Background: an optimization exercise with open tools, aiming at small area, a short achievable clock period and few clock cycles per item. Do not read the settings as production practice. In this exercise RTL edits were held to simulation tests only and were not proved equivalent to the original.

==> yarrow: inputs <==
==> flow/design.v <==
package tffa_pkg;
    localparam int SLOTS        = 64;
    localparam int LENGTH_BITS  = 10;
    localparam int IDX_W        = $clog2(SLOTS);
    localparam int CNT_W        = $clog2(SLOTS + 1);
    localparam int TIME_W       = 32;
    localparam int REQ_LEN_W    = 10;
    localparam int OWNER_W      = 10;
    localparam int SLOT_INDEX_W = 6;
endpackage
module tffa_slot_ram (
    input  logic                             aclk,
    input  logic [tffa_pkg::SLOTS-1:0]       wr_sel,     
    input  logic [tffa_pkg::SLOTS-1:0]       wr_cap,     
    input  logic [tffa_pkg::TIME_W-1:0]      wr_start,
    input  logic [tffa_pkg::LENGTH_BITS-1:0] wr_len,
    input  logic [tffa_pkg::TIME_W-1:0]      k_nlim,     
    input  logic                             k_ok,       
    input  logic [tffa_pkg::LENGTH_BITS-1:0] k_nlen,     
    output logic [tffa_pkg::SLOTS-1:0]       expired,
    output logic [tffa_pkg::SLOTS-1:0]       fits
);
    genvar i;
    generate
        for (i = 0; i < tffa_pkg::SLOTS; i++) begin : g_slot
            logic [tffa_pkg::TIME_W-1:0]      start_q;
            logic [tffa_pkg::LENGTH_BITS-1:0] cap_q;
            always_ff @(posedge aclk) begin
                if (wr_sel[i]) begin
                    start_q <= wr_start;
                    if (wr_cap[i]) cap_q <= wr_len;
                end
            end
            tffa_cmp_unit u_cmp (
                .start   (start_q),
                .nlim    (k_nlim),
                .lim_ok  (k_ok),
                .cap     (cap_q),
                .nlen    (k_nlen),
                .expired (expired[i]),
                .fits    (fits[i])
            );
        end
    endgenerate
endmodule
module tffa_slot_next (
    input  logic k_v,
    input  logic exp_c,
    input  logic fit_c,
    input  logic take,           
    input  logic take_below,     
    input  logic wr,             
    input  logic wr_app,         
    input  logic fix_a_exp,
    input  logic fix_a_fit,
    input  logic fix_b_exp,
    input  logic fix_b_fit,
    input  logic used,
    input  logic busy,
    input  logic sw_exp,         
    input  logic free,           
    output logic exp_n,
    output logic cand_n
);
    logic exp_b, fit_b, c_take, c_keep;
    assign exp_b  = wr ? fix_b_exp : exp_c;
    assign fit_b  = wr_app ? fix_b_fit : fit_c;
    assign c_take = fix_a_exp & (free ? fix_a_fit : fit_b);
    assign c_keep = (fit_b & used & (~busy | sw_exp | exp_b)) | free;
    assign exp_n  = k_v & (take ? fix_a_exp : exp_b);
    assign cand_n = k_v & (take ? c_take : (c_keep | take_below));
endmodule
module tffa_prio (
    input  logic [63:0] req,
    output logic [63:0] gnt
);
    logic [63:0] pre;
    always_comb begin
        pre = req;
        pre = pre | (pre << 1);
        pre = pre | (pre << 2);
        pre = pre | (pre << 4);
        pre = pre | (pre << 8);
        pre = pre | (pre << 16);
        pre = pre | (pre << 32);
        gnt = req & ~(pre << 1);
    end
endmodule
module tffa_cmp_unit (
    input  logic [tffa_pkg::TIME_W-1:0]      start,
    input  logic [tffa_pkg::TIME_W-1:0]      nlim,
    input  logic                             lim_ok,
    input  logic [tffa_pkg::LENGTH_BITS-1:0] cap,
    input  logic [tffa_pkg::LENGTH_BITS-1:0] nlen,
    output logic                             expired,
    output logic                             fits
);
    logic [tffa_pkg::TIME_W:0]      cs;
    logic [tffa_pkg::LENGTH_BITS:0] cc;
    assign cs[0] = 1'b0;
    assign cc[0] = 1'b1;
    genvar b;
    generate
        for (b = 0; b < tffa_pkg::TIME_W; b++) begin : g_s
            assign cs[b+1] = (start[b] & nlim[b]) | (cs[b] & (start[b] | nlim[b]));
        end
        for (b = 0; b < tffa_pkg::LENGTH_BITS; b++) begin : g_c
            assign cc[b+1] = (cap[b] & nlen[b]) | (cc[b] & (cap[b] | nlen[b]));
        end
    endgenerate
    assign expired = lim_ok & ~cs[tffa_pkg::TIME_W];
    assign fits    = cc[tffa_pkg::LENGTH_BITS];
endmodule
module timed_first_fit_allocator_core (
    input  logic                    aclk,
    input  logic                    aresetn,
    input  logic                    cfg_wr_en,
    input  logic [tffa_pkg::TIME_W-1:0]       cfg_wr_data,
    input  logic                    s_valid,
    output logic                    s_ready,
    input  logic [tffa_pkg::REQ_LEN_W-1:0]    s_req_length,
    input  logic [tffa_pkg::TIME_W-1:0]       s_req_time,
    input  logic [tffa_pkg::OWNER_W-1:0]      s_owner_tag,
    output logic                    m_valid,
    input  logic                    m_ready,
    output logic [tffa_pkg::SLOT_INDEX_W-1:0] m_slot_index,
    output logic                    m_reused,
    output logic                    m_table_full
);
    localparam int N  = tffa_pkg::SLOTS;
    localparam int TW = tffa_pkg::TIME_W;
    localparam int LW = tffa_pkg::LENGTH_BITS;
    localparam int QD = 7;                  
    logic [TW-1:0] lease_reg;
    logic          a_v;
    logic [TW-1:0] a_now;
    logic [LW-1:0] a_len;
    logic          p_v;
    logic [TW-1:0] p_now, p_lim;
    logic          p_ok;
    logic [LW-1:0] p_len;
    logic          t_v;
    logic [TW-1:0] t_now, t_nlim;
    logic          t_ok;
    logic [LW-1:0] t_len;
    logic          c_v;
    logic [TW-1:0] c_now;
    logic [LW-1:0] c_len;
    logic [N-1:0]  c_exp, c_cand;
    logic          r_v, r_reused, r_full;
    logic [N-1:0]  r_grant, r_app;
    logic          r_is_app;
    logic [TW-1:0] r_now;
    logic [LW-1:0] r_len;
    logic [N-1:0]  busy_reg, used_reg;      
    logic          in_acc, out_take;
    logic [TW:0]   lim_full;
    assign lim_full = {1'b0, a_now} - {1'b0, lease_reg};
    logic [N-1:0] exp_c, fit_c;
    logic         fix_a_exp, fix_a_fit, fix_b_exp, fix_b_fit;
    tffa_slot_ram u_ram (
        .aclk     (aclk),
        .wr_sel   (r_grant),
        .wr_cap   (r_app),
        .wr_start (r_now),
        .wr_len   (r_len),
        .k_nlim   (t_nlim),
        .k_ok     (t_ok),
        .k_nlen   (~t_len),
        .expired  (exp_c),
        .fits     (fit_c)
    );
    logic pre_a_exp, pre_a_fit, pre_b_exp, pre_b_fit;
    tffa_cmp_unit u_fix_a (
        .start   (t_now),
        .nlim    (~p_lim),
        .lim_ok  (p_ok),
        .cap     (t_len),
        .nlen    (~p_len),
        .expired (pre_a_exp),
        .fits    (pre_a_fit)
    );
    tffa_cmp_unit u_fix_b (
        .start   (c_now),
        .nlim    (~p_lim),
        .lim_ok  (p_ok),
        .cap     (c_len),
        .nlen    (~p_len),
        .expired (pre_b_exp),
        .fits    (pre_b_fit)
    );
    logic [N-1:0] grant, first_free;
    tffa_prio u_prio (
        .req (c_cand),
        .gnt (grant)
    );
    assign first_free = ~used_reg & {used_reg[N-2:0], 1'b1};
    logic [N-1:0] exp_next, cand_next, take_below;
    logic t_v_rst;
    assign t_v_rst = t_v & aresetn;
    assign take_below = {grant[N-2:0] & first_free[N-2:0], 1'b0};
    assign r_app      = r_grant & {N{r_is_app}};
    genvar gi;
    generate
        for (gi = 0; gi < N; gi++) begin : g_next
            tffa_slot_next u_next (
                .k_v        (t_v_rst),
                .exp_c      (exp_c[gi]),
                .fit_c      (fit_c[gi]),
                .take       (grant[gi]),
                .take_below (take_below[gi]),
                .wr         (r_grant[gi]),
                .wr_app     (r_app[gi]),
                .fix_a_exp  (fix_a_exp),
                .fix_a_fit  (fix_a_fit),
                .fix_b_exp  (fix_b_exp),
                .fix_b_fit  (fix_b_fit),
                .used       (used_reg[gi]),
                .busy       (busy_reg[gi]),
                .sw_exp     (c_exp[gi]),
                .free       (first_free[gi]),
                .exp_n      (exp_next[gi]),
                .cand_n     (cand_next[gi])
            );
        end
    endgenerate
    logic [tffa_pkg::IDX_W-1:0] g_idx;
    always_comb begin
        g_idx = '0;
        for (int i = 0; i < N; i++) if (r_grant[i]) g_idx = g_idx | tffa_pkg::IDX_W'(i);
    end
    always_ff @(posedge aclk) begin
        if (!aresetn) begin
            lease_reg <= '0;
            a_v       <= 1'b0;
            p_v       <= 1'b0;
            t_v       <= 1'b0;
            c_v       <= 1'b0;
            r_v       <= 1'b0;
            busy_reg  <= '0;
            used_reg  <= '0;
        end else begin
            if (cfg_wr_en) lease_reg <= cfg_wr_data;
            a_v      <= in_acc;
            p_v      <= a_v;
            t_v      <= p_v;
            c_v      <= t_v;
            r_v      <= c_v;
            busy_reg <= (busy_reg & ~c_exp) | grant;
            used_reg <= used_reg | grant;
        end
    end
    always_ff @(posedge aclk) begin
        a_now     <= s_req_time;
        a_len     <= s_req_length;
        p_now     <= a_now;
        p_len     <= a_len;
        p_lim     <= lim_full[TW-1:0];
        p_ok      <= ~lim_full[TW];
        t_now    <= p_now;
        t_len    <= p_len;
        t_nlim   <= ~p_lim;
        t_ok     <= p_ok;
        fix_a_exp <= pre_a_exp;
        fix_a_fit <= pre_a_fit;
        fix_b_exp <= pre_b_exp;
        fix_b_fit <= pre_b_fit;
        c_now    <= t_now;
        c_len    <= t_len;
        c_exp    <= exp_next;
        c_cand   <= cand_next;
        r_grant  <= grant;
        r_is_app <= c_v & ~|(c_cand & used_reg) & |c_cand;
        r_now    <= c_now;
        r_len    <= c_len;
        r_reused <= |(c_cand & used_reg);
        r_full   <= ~|c_cand;
    end
    logic [7:0] q_e [QD];
    logic [2:0] q_n, q_n_next;
    logic [2:0] q_fl, q_fl_next;            
    logic       q_rdy, q_val;
    assign in_acc    = s_valid && q_rdy;
    assign out_take  = q_val && m_ready;
    assign q_n_next  = q_n + {2'b0, r_v} - {2'b0, out_take};
    assign q_fl_next = q_fl + {2'b0, in_acc} - {2'b0, out_take};
    always_ff @(posedge aclk) begin
        if (!aresetn) begin
            q_n   <= '0;
            q_fl  <= '0;
            q_rdy <= 1'b1;
            q_val <= 1'b0;
        end else begin
            q_n   <= q_n_next;
            q_fl  <= q_fl_next;
            q_rdy <= q_fl_next < 3'(QD);
            q_val <= q_n_next != 3'd0;
        end
    end
    logic [7:0] q_new;
    assign q_new = {r_full, r_reused, g_idx};
    always_ff @(posedge aclk) begin
        for (int j = 0; j < QD; j++) begin
            if (out_take) begin
                q_e[j] <= (r_v && 3'(j + 1) == q_n) ? q_new : q_e[(j + 1) % QD];
            end else begin
                q_e[j] <= (r_v && 3'(j) == q_n) ? q_new : q_e[j];
            end
        end
    end
    assign s_ready      = q_rdy;
    assign m_valid      = q_val;
    assign m_table_full = q_e[0][7];
    assign m_reused     = q_e[0][6];
    assign m_slot_index = q_e[0][5:0];
endmodule
==> flow/run.sh <==
#!/bin/bash
# synth_recipe.tcl (not shown) runs the flow's synth.tcl, then flattens the netlist and writes it again
# the make line also repeats each setting of config.mk as NAME=value (left out here)
make -C /OpenROAD-flow-scripts/flow DESIGN_CONFIG=/design/flow/config.mk WORK_HOME=/design/flow/orfs CLKGATE_MAP_FILE= SYNTH_SCRIPT=/design/flow/synth_recipe.tcl finish
==> flow/config.mk <==
export PLATFORM = sky130hd
export DESIGN_NAME = timed_first_fit_allocator_core
export DESIGN_NICKNAME = timed_first_fit_allocator_core
export VERILOG_FILES = /design/flow/design.v
export SDC_FILE = /design/flow/constraint.sdc
export NUM_CORES = 4
export LEC_CHECK = 0
export CAP_MARGIN = 30
export CORE_MARGIN = 2
export CORE_UTILIZATION = 40
export CTS_CLUSTER_DIAMETER = 80
export CTS_CLUSTER_SIZE = 24
export SETUP_SLACK_MARGIN = 3.3
export SLEW_MARGIN = 30
export SYNTH_HIERARCHICAL = 1
export SYNTH_MINIMUM_KEEP_SIZE = 0
==> flow/constraint.sdc <==
create_clock -name core_clock -period 7.0 [get_ports {aclk}]
set_input_delay 1.4000 -clock core_clock [delete_from_list [all_inputs] [get_ports {aclk}]]
set_output_delay 1.4000 -clock core_clock [all_outputs]
set_load 0.01 [all_outputs]
==> inputs of xenon, as changes to yarrow <==
Settings changed: CAP_MARGIN 30 to 20, SETUP_SLACK_MARGIN 3.3 to 2.5, SLEW_MARGIN 30 to 20.
==> results.cfg <==
[run_status]
status = no timing/DRC/antenna violations

[layout]
regArea_um2 = 95300

[min_path]
hold_path_end = t_now[27]$_DFF_P_

[pwr]
p_int_uw = 30300

[sta]
slew_headroom_pct = 28.0
the above is filed under yarrow

==> results.cfg <==
[yosys]
async_reset_ff_share_pct = 0

[min_path]
hold_path_end = t_now[23]$_DFF_P_

[sta]
slew_headroom_pct = 22.2

[pwr]
p_int_uw = 30100

[run_status]
status = no timing/DRC/antenna violations

[layout]
regArea_um2 = 95200
the above is filed under xenon

Testbench counts of yarrow, summed over its fixed seeds: cycles 2,448, items 2,400.
Testbench counts of xenon, summed over its fixed seeds: cycles 2,448, items 2,400.

-- re-timing with driven ports --
The results above use ideal ports. As a check the final layouts listed here were re-extracted and re-timed, cells and wires unchanged. Step 1: set_driving_cell puts a clkbuf_16 on aclk and a buf_2 on each other input, an assumption about the parent block. Step 2 times the ports against the registers' clock, not the clock port: input delays grow and output delays shrink by t, the midpoint of the rising clock arrivals with the driver on. a / b / c = ideal ports / drivers / drivers and shift; a / b = the first two.
run | t, ns | setup WS [ns] | worst hold slack (ns) | worst setup path after step 2 | slew at the worst register clock pin (ns)
yarrow | 1.026 | 3.340 / 3.340 / 2.732 | 0.320 / 0.320 / 0.320 | input to register | 0.10 / 0.10
xenon | 1.035 | 2.769 / 2.769 / 2.769 | 0.317 / 0.317 / 0.317 | register to register | 0.10 / 0.10
After both steps setup and hold are still met in every run listed. For yarrow, which loses most, drivers alone change the setup slack by 0.000 ns; drivers and shift together by -0.608 ns.
